Source: an optimization exercise on an open RTL-to-GDS flow (aim: small area, a short achievable clock period and few clock cycles). Production flows keep margins and buffers that such runs may drop. RTL that was checked went through simulation tests only; none was proved equivalent to the original. Power is estimated from default activity; no workload was simulated.

Design rolling_hash_pattern_marker_core, start of the top module:
module rolling_hash_pattern_marker_core (
   input  wire logic        clock,
   input  wire logic        reset,
   input  wire logic        req_valid,
   output logic             req_stall,
   input  wire logic [7:0]  req_text_byte,
   input  wire logic        req_end_of_line,
   input  wire logic        req_clear_total,
   output logic             rsp_valid,
   input  wire logic        rsp_stall,
   output logic [7:0]       rsp_out_byte,
   output logic             rsp_line_done,
   output logic             rsp_line_matched,
   output logic [15:0]      rsp_total_matches,
   input  wire logic        csr_valid,
   output logic             csr_ready,
   input  wire logic [2:0]  csr_index,
   input  wire logic [63:0] csr_data
);
Size in the first run: ~1300 cells after synthesis, about 360 flip-flops.
==> flow/config.mk <==
export PLATFORM = sky130hd
export DESIGN_NAME = rolling_hash_pattern_marker_core
export DESIGN_NICKNAME = rolling_hash_pattern_marker_core
export VERILOG_FILES = /design/flow/design.v
export SDC_FILE = /design/flow/constraint.sdc
export NUM_CORES = 4
export LEC_CHECK = 0
export CAP_MARGIN = 20
export CORE_MARGIN = 2
export CORE_UTILIZATION = 55
export CTS_CLUSTER_DIAMETER = 80
export CTS_CLUSTER_SIZE = 20
export PLACE_DENSITY = 0.65
export SLEW_MARGIN = 20
==> flow/constraint.sdc <==
create_clock -name core_clock -period 11.0 [get_ports {clock}]
set_input_delay 2.2000 -clock core_clock [delete_from_list [all_inputs] [get_ports {clock}]]
set_output_delay 2.2000 -clock core_clock [all_outputs]
set_load 0.01 [all_outputs]
standard.sh (not shown) runs the stock make flow with config.mk's settings and CLKGATE_MAP_FILE= SYNTH_SCRIPT=/design/flow/synth_recipe.tcl, a recipe that flattens the netlist after the stock synthesis.
==> flow/flow/run.sh <==
#!/bin/bash
set -euo pipefail
export SETUP_SLACK_MARGIN=7.6
export BUFFER_PORTS_ARGS="-buffer_cell sky130_fd_sc_hd__buf_1"
bash standard.sh > standard.log 2>&1
Testbench counts at the start, summed over its fixed seeds: cycles 16,069.
==> next run, changes <==
--- a/flow/design.v
+++ b/flow/design.v
@@ -92,25 +92,23 @@
       end
    end
    assign eq_m      = |(sel_m & eq);
    assign match     = mm_ff && eq_m;
    assign mm_nx     = (mm1_ff == 4'd0) || |(sel_p & dn);
    assign may_match = mm_ff;
    logic        full, s_le_f, s_zero;
    logic [3:0]  fl_idx;
    logic [9:0]  skip_sum;
-   logic [8:0]  skip_a;
    assign full     = full_ff;
    assign s_zero   = sz_ff;
    assign s_le_f   = sle_ff;
    assign fl_idx   = f_ff - skip_ff[3:0];
-   assign skip_sum = {1'b0, skip_ff} + {5'd0, mm1_ff} + 10'd1;
-   assign skip_a   = skip_sum[9] ? rhpm_pkg::SKIP_MAX : skip_sum[8:0];
+   assign skip_sum = {1'b0, skip_ff} + {6'd0, mm1_ff};
    assign wait_c = busy_ff && (may_match || clr || (eol ? s_le_f : (full && s_zero)));
    assign proc   = sv_ff && out_free && !wait_c;
    assign s_load = proc || !sv_ff;
    logic [3:0]  widx;
    logic [7:0]  wbyte;
    assign widx  = busy_ff ? ki_ff : (mm1_ff - 4'd1);
    assign wbyte = (!busy_ff && (mm1_ff == 4'd0)) ? c : w_ff[widx];
    logic        fsz;
    assign fsz = full && s_zero;
@@ -204,67 +202,70 @@
          for (int i = 1; i < 16; i++) w_ff[i] <= w_ff[i-1];
       end
    end
    logic [3:0]  f_nx;
    logic        full_nx;
    logic [8:0]  skip_m, skip_nm, skip_nx;
    logic        sz_nm, sle_nm, sz_nx, sle_nx;
    assign f_nx    = full ? f_ff : (f_ff + 4'd1);
    assign full_nx = full || ((f_ff + 4'd1) == mm1_ff);
-   assign skip_m  = skip_a - 9'd1;
+   assign skip_m  = (skip_sum > 10'd510) ? 9'd510 : skip_sum[8:0];
    assign skip_nm = (full && !s_zero) ? (skip_ff - 9'd1) : skip_ff;
    assign sz_nm   = s_zero || (full && (skip_ff == 9'd1));
    assign sle_nm  = (skip_nm <= {5'd0, f_nx});
    assign skip_nx = match ? skip_m : skip_nm;
    assign sz_nx   = match ? (s_zero && (mm1_ff == 4'd0)) : sz_nm;
    assign sle_nx  = match ? (s_zero && full_nx) : sle_nm;
    logic [15:0] total_inc, total_nx;
    assign total_inc = (total_ff == rhpm_pkg::TOTAL_MAX) ? total_ff : (total_ff + 16'd1);
    assign total_nx  = clr ? {15'd0, match} : (match ? total_inc : total_ff);
    always_ff @(posedge clock) begin
       if (reset) begin
          dv_ff      <= '0;
          f_ff       <= '0;
-         full_ff    <= 1'b1;
-         mm_ff      <= 1'b1;
          sz_ff      <= 1'b1;
          sle_ff     <= 1'b1;
          skip_ff    <= '0;
          matched_ff <= 1'b0;
          total_ff   <= '0;
-      end else if (csr_wr && (csr_index == 3'd2)) begin
-         full_ff <= (csr_data[4:0] <= 5'd1);
-         mm_ff   <= (csr_data[4:0] <= 5'd1);
       end else if (proc) begin
          total_ff <= total_nx;
          if (eol) begin
             dv_ff      <= '0;
             f_ff       <= '0;
-            full_ff    <= (mm1_ff == 4'd0);
-            mm_ff      <= (mm1_ff == 4'd0);
             sz_ff      <= 1'b1;
             sle_ff     <= 1'b1;
             skip_ff    <= '0;
             matched_ff <= 1'b0;
          end else begin
             dv_ff   <= dn[14:0];
             f_ff    <= f_nx;
-            full_ff <= full_nx;
-            mm_ff   <= mm_nx;
             skip_ff <= skip_nx;
             sz_ff   <= sz_nx;
             sle_ff  <= sle_nx;
             if (match) matched_ff <= 1'b1;
          end
       end
    end
    always_ff @(posedge clock) begin
       if (reset) begin
+         full_ff <= 1'b1;
+         mm_ff   <= 1'b1;
+      end else if (proc) begin
+         full_ff <= eol ? (mm1_ff == 4'd0) : full_nx;
+         mm_ff   <= eol ? (mm1_ff == 4'd0) : mm_nx;
+      end else if (csr_wr && (csr_index == 3'd2)) begin
+         full_ff <= (csr_data[4:0] <= 5'd1);
+         mm_ff   <= (csr_data[4:0] <= 5'd1);
+      end
+   end
+   always_ff @(posedge clock) begin
+      if (reset) begin
          busy_ff <= 1'b0;
       end else if (busy_ff) begin
          if (out_free && (cl_ff || (!br_ff && (r_ff == 4'd0)))) begin
             busy_ff <= 1'b0;
          end
       end else if (proc) begin
          busy_ff <= match || (eol && s_le_f && !(fsz && (mm1_ff == 4'd0)));
       end
       if (busy_ff) begin
Result: Routed wire length fell by 7.8%. Total power fell by 1.3%. Cell count fell by 5.0%. Combinational power fell by 7.4%. Cell area fell by 5.1%. Worst setup slack loses 0.014 ns. Via count fell by 4.2%. Non-clock buffer count fell by 48. Sequential share of layout area rose by 2.9 points. Worst hold slack loses 0.0081 ns. Register-to-register slack loses 0.06 ns.
Testbench counts after the change, summed over its fixed seeds: cycles 16,069.

* * *

north:
The RTL this note starts from:
==> flow/design.v <==
`timescale 1ns / 1ps
`default_nettype none
package rhpm_pkg;
   localparam logic [7:0] OPEN_MARK  = 8'h5B;
   localparam logic [7:0] CLOSE_MARK = 8'h5D;
   localparam logic [8:0]  SKIP_MAX  = 9'd511;
   localparam logic [15:0] TOTAL_MAX = 16'hFFFF;
endpackage
`default_nettype wire
`timescale 1ns / 1ps
`default_nettype none
module rolling_hash_pattern_marker_core (
   input  wire logic        clock,
   input  wire logic        reset,
   input  wire logic        req_valid,
   output logic             req_stall,
   input  wire logic [7:0]  req_text_byte,
   input  wire logic        req_end_of_line,
   input  wire logic        req_clear_total,
   output logic             rsp_valid,
   input  wire logic        rsp_stall,
   output logic [7:0]       rsp_out_byte,
   output logic             rsp_line_done,
   output logic             rsp_line_matched,
   output logic [15:0]      rsp_total_matches,
   input  wire logic        csr_valid,
   output logic             csr_ready,
   input  wire logic [2:0]  csr_index,
   input  wire logic [63:0] csr_data
);
   logic [7:0]  pat_ff [16];
   logic        pv_lo_ff, pv_hi_ff;
   logic [3:0]  mm1_ff;                  
   logic        sv_ff, hv_ff;
   logic [7:0]  sb_ff, hb_ff;
   logic        se_ff, sc_ff, he_ff, hc_ff;
   logic [7:0]  w_ff [16];
   logic [14:0] dv_ff;
   logic [3:0]  f_ff;                    
   logic        full_ff;                 
   logic        mm_ff;                   
   logic        sz_ff;                   
   logic        sle_ff;                  
   logic [8:0]  skip_ff;
   logic        matched_ff;
   logic [15:0] total_ff;
   logic        busy_ff;
   logic        br_ff;                   
   logic        cl_ff;                   
   logic        beol_ff;                 
   logic        bm_ff;                   
   logic [3:0]  r_ff;
   logic [3:0]  ki_ff;
   logic        ov_ff;
   logic [7:0]  ob_ff;
   logic        od_ff, om_ff;
   logic        csr_wr;
   logic        cr_ff;                   
   assign csr_ready = cr_ff;
   assign csr_wr    = csr_valid && cr_ff;
   assign req_stall = hv_ff;
   logic        out_free, accept, proc, s_load, wait_c;
   logic [7:0]  c;
   logic        eol, clr;
   assign out_free = !ov_ff || !rsp_stall;
   assign accept   = req_valid && !hv_ff;
   assign c        = sb_ff;
   assign eol      = se_ff;
   assign clr      = sc_ff;
   logic [15:0] eq, dn;
   logic        cz, match, may_match;
   assign cz = (c == 8'd0);
   always_comb begin
      for (int i = 0; i < 16; i++) begin
         if ((i < 8) ? pv_lo_ff : pv_hi_ff) begin
            eq[i] = (c == pat_ff[i]);
         end else begin
            eq[i] = cz;
         end
      end
      dn[0] = eq[0];
      for (int i = 1; i < 16; i++) begin
         dn[i] = dv_ff[i-1] & eq[i];
      end
   end
   logic [15:0] sel_m, sel_p;
   logic        eq_m, mm_nx;
   always_comb begin
      for (int i = 0; i < 16; i++) begin
         sel_m[i] = (mm1_ff == 4'(i));
         sel_p[i] = (mm1_ff == 4'(i + 1));
      end
   end
   assign eq_m      = |(sel_m & eq);
   assign match     = mm_ff && eq_m;
   assign mm_nx     = (mm1_ff == 4'd0) || |(sel_p & dn);
   assign may_match = mm_ff;
   logic        full, s_le_f, s_zero;
   logic [3:0]  fl_idx;
   logic [9:0]  skip_sum;
   logic [8:0]  skip_a;
   assign full     = full_ff;
   assign s_zero   = sz_ff;
   assign s_le_f   = sle_ff;
   assign fl_idx   = f_ff - skip_ff[3:0];
   assign skip_sum = {1'b0, skip_ff} + {5'd0, mm1_ff} + 10'd1;
   assign skip_a   = skip_sum[9] ? rhpm_pkg::SKIP_MAX : skip_sum[8:0];
   assign wait_c = busy_ff && (may_match || clr || (eol ? s_le_f : (full && s_zero)));
   assign proc   = sv_ff && out_free && !wait_c;
   assign s_load = proc || !sv_ff;
   logic [3:0]  widx;
   logic [7:0]  wbyte;
   assign widx  = busy_ff ? ki_ff : (mm1_ff - 4'd1);
   assign wbyte = (!busy_ff && (mm1_ff == 4'd0)) ? c : w_ff[widx];
   logic        ld;
   logic [7:0]  nb;
   logic        nd, nm;
   always_comb begin
      ld = 1'b0;
      nb = wbyte;
      nd = 1'b0;
      nm = 1'b0;
      if (busy_ff) begin
         ld = out_free;
         if (cl_ff) begin
            nb = rhpm_pkg::CLOSE_MARK;
            nd = beol_ff;
            nm = beol_ff;
         end else begin
            nd = !br_ff && (r_ff == 4'd0);
            nm = !br_ff && (r_ff == 4'd0) && bm_ff;
         end
      end else if (proc) begin
         if (match) begin
            ld = 1'b1;
            nb = rhpm_pkg::OPEN_MARK;
         end else begin
            ld = !eol && full && s_zero;
         end
      end
   end
   always_ff @(posedge clock) begin
      if (csr_wr && (csr_index == 3'd0)) begin
         for (int k = 0; k < 8; k++) pat_ff[k] <= csr_data[8*k +: 8];
      end
      if (csr_wr && (csr_index == 3'd1)) begin
         for (int k = 0; k < 8; k++) pat_ff[8+k] <= csr_data[8*k +: 8];
      end
   end
   always_ff @(posedge clock) begin
      if (reset) begin
         pv_lo_ff <= 1'b0;
         pv_hi_ff <= 1'b0;
         mm1_ff   <= 4'd0;
      end else if (csr_wr) begin
         case (csr_index)
            3'd0: pv_lo_ff <= 1'b1;
            3'd1: pv_hi_ff <= 1'b1;
            3'd2: begin
               if (csr_data[4:0] == 5'd0) mm1_ff <= 4'd0;
               else if (csr_data[4]) mm1_ff <= 4'd15;
               else mm1_ff <= csr_data[3:0] - 4'd1;
            end
            default: ;
         endcase
      end
   end
   always_ff @(posedge clock) begin
      if (reset) begin
         sv_ff <= 1'b0;
         cr_ff <= 1'b1;
         hv_ff <= 1'b0;
      end else if (s_load) begin
         sv_ff <= hv_ff || accept;
         cr_ff <= !(hv_ff || accept);
         hv_ff <= 1'b0;
      end else if (accept) begin
         hv_ff <= 1'b1;
      end
      if (s_load) begin
         if (hv_ff) begin
            sb_ff <= hb_ff;
            se_ff <= he_ff;
            sc_ff <= hc_ff;
         end else begin
            sb_ff <= req_text_byte;
            se_ff <= req_end_of_line;
            sc_ff <= req_clear_total;
         end
      end
      if (accept) begin
         hb_ff <= req_text_byte;
         he_ff <= req_end_of_line;
         hc_ff <= req_clear_total;
      end
   end
   always_ff @(posedge clock) begin
      if (proc) begin
         w_ff[0] <= c;
         for (int i = 1; i < 16; i++) w_ff[i] <= w_ff[i-1];
      end
   end
   logic [3:0]  f_nx;
   logic        full_nx;
   logic [8:0]  skip_m, skip_nm, skip_nx;
   logic        sz_nm, sle_nm, sz_nx, sle_nx;
   assign f_nx    = full ? f_ff : (f_ff + 4'd1);
   assign full_nx = full || ((f_ff + 4'd1) == mm1_ff);
   assign skip_m  = skip_a - 9'd1;
   assign skip_nm = (full && !s_zero) ? (skip_ff - 9'd1) : skip_ff;
   assign sz_nm   = s_zero || (full && (skip_ff == 9'd1));
   assign sle_nm  = (skip_nm <= {5'd0, f_nx});
   assign skip_nx = match ? skip_m : skip_nm;
   assign sz_nx   = match ? (s_zero && (mm1_ff == 4'd0)) : sz_nm;
   assign sle_nx  = match ? (s_zero && full_nx) : sle_nm;
   logic [15:0] total_inc, total_nx;
   assign total_inc = (total_ff == rhpm_pkg::TOTAL_MAX) ? total_ff : (total_ff + 16'd1);
   assign total_nx  = clr ? {15'd0, match} : (match ? total_inc : total_ff);
   always_ff @(posedge clock) begin
      if (reset) begin
         dv_ff      <= '0;
         f_ff       <= '0;
         full_ff    <= 1'b1;
         mm_ff      <= 1'b1;
         sz_ff      <= 1'b1;
         sle_ff     <= 1'b1;
         skip_ff    <= '0;
         matched_ff <= 1'b0;
         total_ff   <= '0;
      end else if (csr_wr && (csr_index == 3'd2)) begin
         full_ff <= (csr_data[4:0] <= 5'd1);
         mm_ff   <= (csr_data[4:0] <= 5'd1);
      end else if (proc) begin
         total_ff <= total_nx;
         if (eol) begin
            dv_ff      <= '0;
            f_ff       <= '0;
            full_ff    <= (mm1_ff == 4'd0);
            mm_ff      <= (mm1_ff == 4'd0);
            sz_ff      <= 1'b1;
            sle_ff     <= 1'b1;
            skip_ff    <= '0;
            matched_ff <= 1'b0;
         end else begin
            dv_ff   <= dn[14:0];
            f_ff    <= f_nx;
            full_ff <= full_nx;
            mm_ff   <= mm_nx;
            skip_ff <= skip_nx;
            sz_ff   <= sz_nx;
            sle_ff  <= sle_nx;
            if (match) matched_ff <= 1'b1;
         end
      end
   end
   always_ff @(posedge clock) begin
      if (reset) begin
         busy_ff <= 1'b0;
      end else if (busy_ff) begin
         if (out_free && (cl_ff || (!br_ff && (r_ff == 4'd0)))) begin
            busy_ff <= 1'b0;
         end
      end else if (proc) begin
         busy_ff <= match || (eol && s_le_f);
      end
      if (busy_ff) begin
         if (out_free && !cl_ff) begin
            if (r_ff == 4'd0) begin
               cl_ff <= 1'b1;
            end else begin
               r_ff <= r_ff - 4'd1;
            end
            if (!proc) ki_ff <= ki_ff - 4'd1;
         end
      end else begin
         br_ff   <= match;
         cl_ff   <= 1'b0;
         beol_ff <= eol;
         bm_ff   <= matched_ff;
         r_ff    <= match ? mm1_ff : fl_idx;
         ki_ff   <= match ? mm1_ff : fl_idx;
      end
   end
   always_ff @(posedge clock) begin
      if (reset) begin
         ov_ff <= 1'b0;
      end else if (ld) begin
         ov_ff <= 1'b1;
      end else if (!rsp_stall) begin
         ov_ff <= 1'b0;
      end
      if (ld) begin
         ob_ff <= nb;
         od_ff <= nd;
         om_ff <= nm;
      end
   end
   assign rsp_valid         = ov_ff;
   assign rsp_out_byte      = ob_ff;
   assign rsp_line_done     = od_ff;
   assign rsp_line_matched  = om_ff;
   assign rsp_total_matches = total_ff;
endmodule
`default_nettype wire
==> flow/config.mk <==
export PLATFORM = sky130hd
export DESIGN_NAME = rolling_hash_pattern_marker_core
export DESIGN_NICKNAME = rolling_hash_pattern_marker_core
export VERILOG_FILES = /design/flow/design.v
export SDC_FILE = /design/flow/constraint.sdc
export NUM_CORES = 4
export LEC_CHECK = 0
export CAP_MARGIN = 20
export CORE_MARGIN = 2
export CORE_UTILIZATION = 55
export CTS_CLUSTER_DIAMETER = 80
export CTS_CLUSTER_SIZE = 20
export PLACE_DENSITY = 0.65
export SLEW_MARGIN = 20
==> flow/constraint.sdc <==
create_clock -name core_clock -period 11.0 [get_ports {clock}]
set_input_delay 2.2000 -clock core_clock [delete_from_list [all_inputs] [get_ports {clock}]]
set_output_delay 2.2000 -clock core_clock [all_outputs]
set_load 0.01 [all_outputs]
==> flow/flow/run.sh <==
#!/bin/bash
set -euo pipefail
export SETUP_SLACK_MARGIN=7.3
export BUFFER_PORTS_ARGS="-buffer_cell sky130_fd_sc_hd__buf_1"
bash standard.sh > standard.log 2>&1
north ended with every stage complete and zero timing, DRC or antenna violations.
The inputs of south differ from those of north as listed below.
--- a/flow/design.v
+++ b/flow/design.v
@@ -110,10 +110,12 @@
    assign s_load = proc || !sv_ff;
    logic [3:0]  widx;
    logic [7:0]  wbyte;
    assign widx  = busy_ff ? ki_ff : (mm1_ff - 4'd1);
    assign wbyte = (!busy_ff && (mm1_ff == 4'd0)) ? c : w_ff[widx];
+   logic        fsz;
+   assign fsz = full && s_zero;
    logic        ld;
    logic [7:0]  nb;
    logic        nd, nm;
    always_comb begin
       ld = 1'b0;
@@ -133,11 +135,13 @@
       end else if (proc) begin
          if (match) begin
             ld = 1'b1;
             nb = rhpm_pkg::OPEN_MARK;
          end else begin
-            ld = !eol && full && s_zero;
+            ld = full && s_zero;
+            nd = eol && (mm1_ff == 4'd0);
+            nm = eol && (mm1_ff == 4'd0) && matched_ff;
          end
       end
    end
    always_ff @(posedge clock) begin
       if (csr_wr && (csr_index == 3'd0)) begin
@@ -259,11 +263,11 @@
       end else if (busy_ff) begin
          if (out_free && (cl_ff || (!br_ff && (r_ff == 4'd0)))) begin
             busy_ff <= 1'b0;
          end
       end else if (proc) begin
-         busy_ff <= match || (eol && s_le_f);
+         busy_ff <= match || (eol && s_le_f && !(fsz && (mm1_ff == 4'd0)));
       end
       if (busy_ff) begin
          if (out_free && !cl_ff) begin
             if (r_ff == 4'd0) begin
                cl_ff <= 1'b1;
@@ -275,12 +279,12 @@
       end else begin
          br_ff   <= match;
          cl_ff   <= 1'b0;
          beol_ff <= eol;
          bm_ff   <= matched_ff;
-         r_ff    <= match ? mm1_ff : fl_idx;
-         ki_ff   <= match ? mm1_ff : fl_idx;
+         r_ff    <= match ? mm1_ff : fsz ? (mm1_ff - 4'd1) : fl_idx;
+         ki_ff   <= match ? mm1_ff : fsz ? (mm1_ff - 4'd1) : fl_idx;
       end
    end
    always_ff @(posedge clock) begin
       if (reset) begin
          ov_ff <= 1'b0;
--- outcome ---
- Worst hold slack in south vs north: up 0.0078 ns
- Re final worst-path cycle share: south and north aren't equal, and the lower value belongs to south.
- NOTE: total setup buffers inserted after CTS in south exceeds that of north
- Looking at estimated wirelength of the detail-placed design across south and north, the one that comes out lower is north.
- Compared with north, total length of routed met3 wires in south decreased slightly.
- Cmp south and north / top fanout value on the critical path / higher: north
- south ends up with a number of diodes that is 2 higher than in north.
- north → south: global-route wire length before repair fell by 2.2%; total routed wirelength increased by 750 um relative to the old numbers; total vias in the final route stayed essentially flat.
- In the flow results for south and north, the number of antenna violations at the first check in global routing is smaller on north.
- Re sequential cell count: no difference whatsoever between south and north.
- Comparing south and north, sequential share of power is higher on south.
- The lower total of cells resized after clock tree synthesis of south and north is in north.
Testbench counts of south, summed over its fixed seeds: cycles 16,069.
No functional check of the RTL was part of north.

-- port drivers added, routing unchanged --
No port has a modelled driver above. Below, the same layouts with a new extraction and two added sets of constraints. Step 1 (the two cells are an assumption about what drives the block):
set clk [get_ports {clock}]
set_driving_cell -lib_cell sky130_fd_sc_hd__clkbuf_16 $clk
set_driving_cell -lib_cell sky130_fd_sc_hd__buf_2 [delete_from_list [all_inputs] $clk]
Step 2, shift: input delay + t, output delay - t, t = (earliest + latest rising clock arrival at the registers) / 2. This alone moves slack from input paths to output paths. a / b / c = ideal ports / drivers / drivers and shift; a / b = the first two.
run	t (ns)	slack for setup (ns)	worst hold slack (ns)	worst data-port slew with drivers (ns)
the first run of note 1	0.589	7.658 / 7.608 / 7.103	0.453 / 0.453 / 0.453	0.08
the second run of note 1	0.570	7.644 / 7.606 / 7.099	0.445 / 0.445 / 0.445	0.08
north	0.587	7.366 / 7.336 / 6.812	0.443 / 0.443 / 0.443	0.06
south	0.596	7.407 / 7.439 / 6.843	0.451 / 0.451 / 0.451	0.08
After both steps every run listed still meets setup and hold. The setup slack of south, which loses most, moves by +0.032 ns with the drivers and by -0.564 ns with both steps.
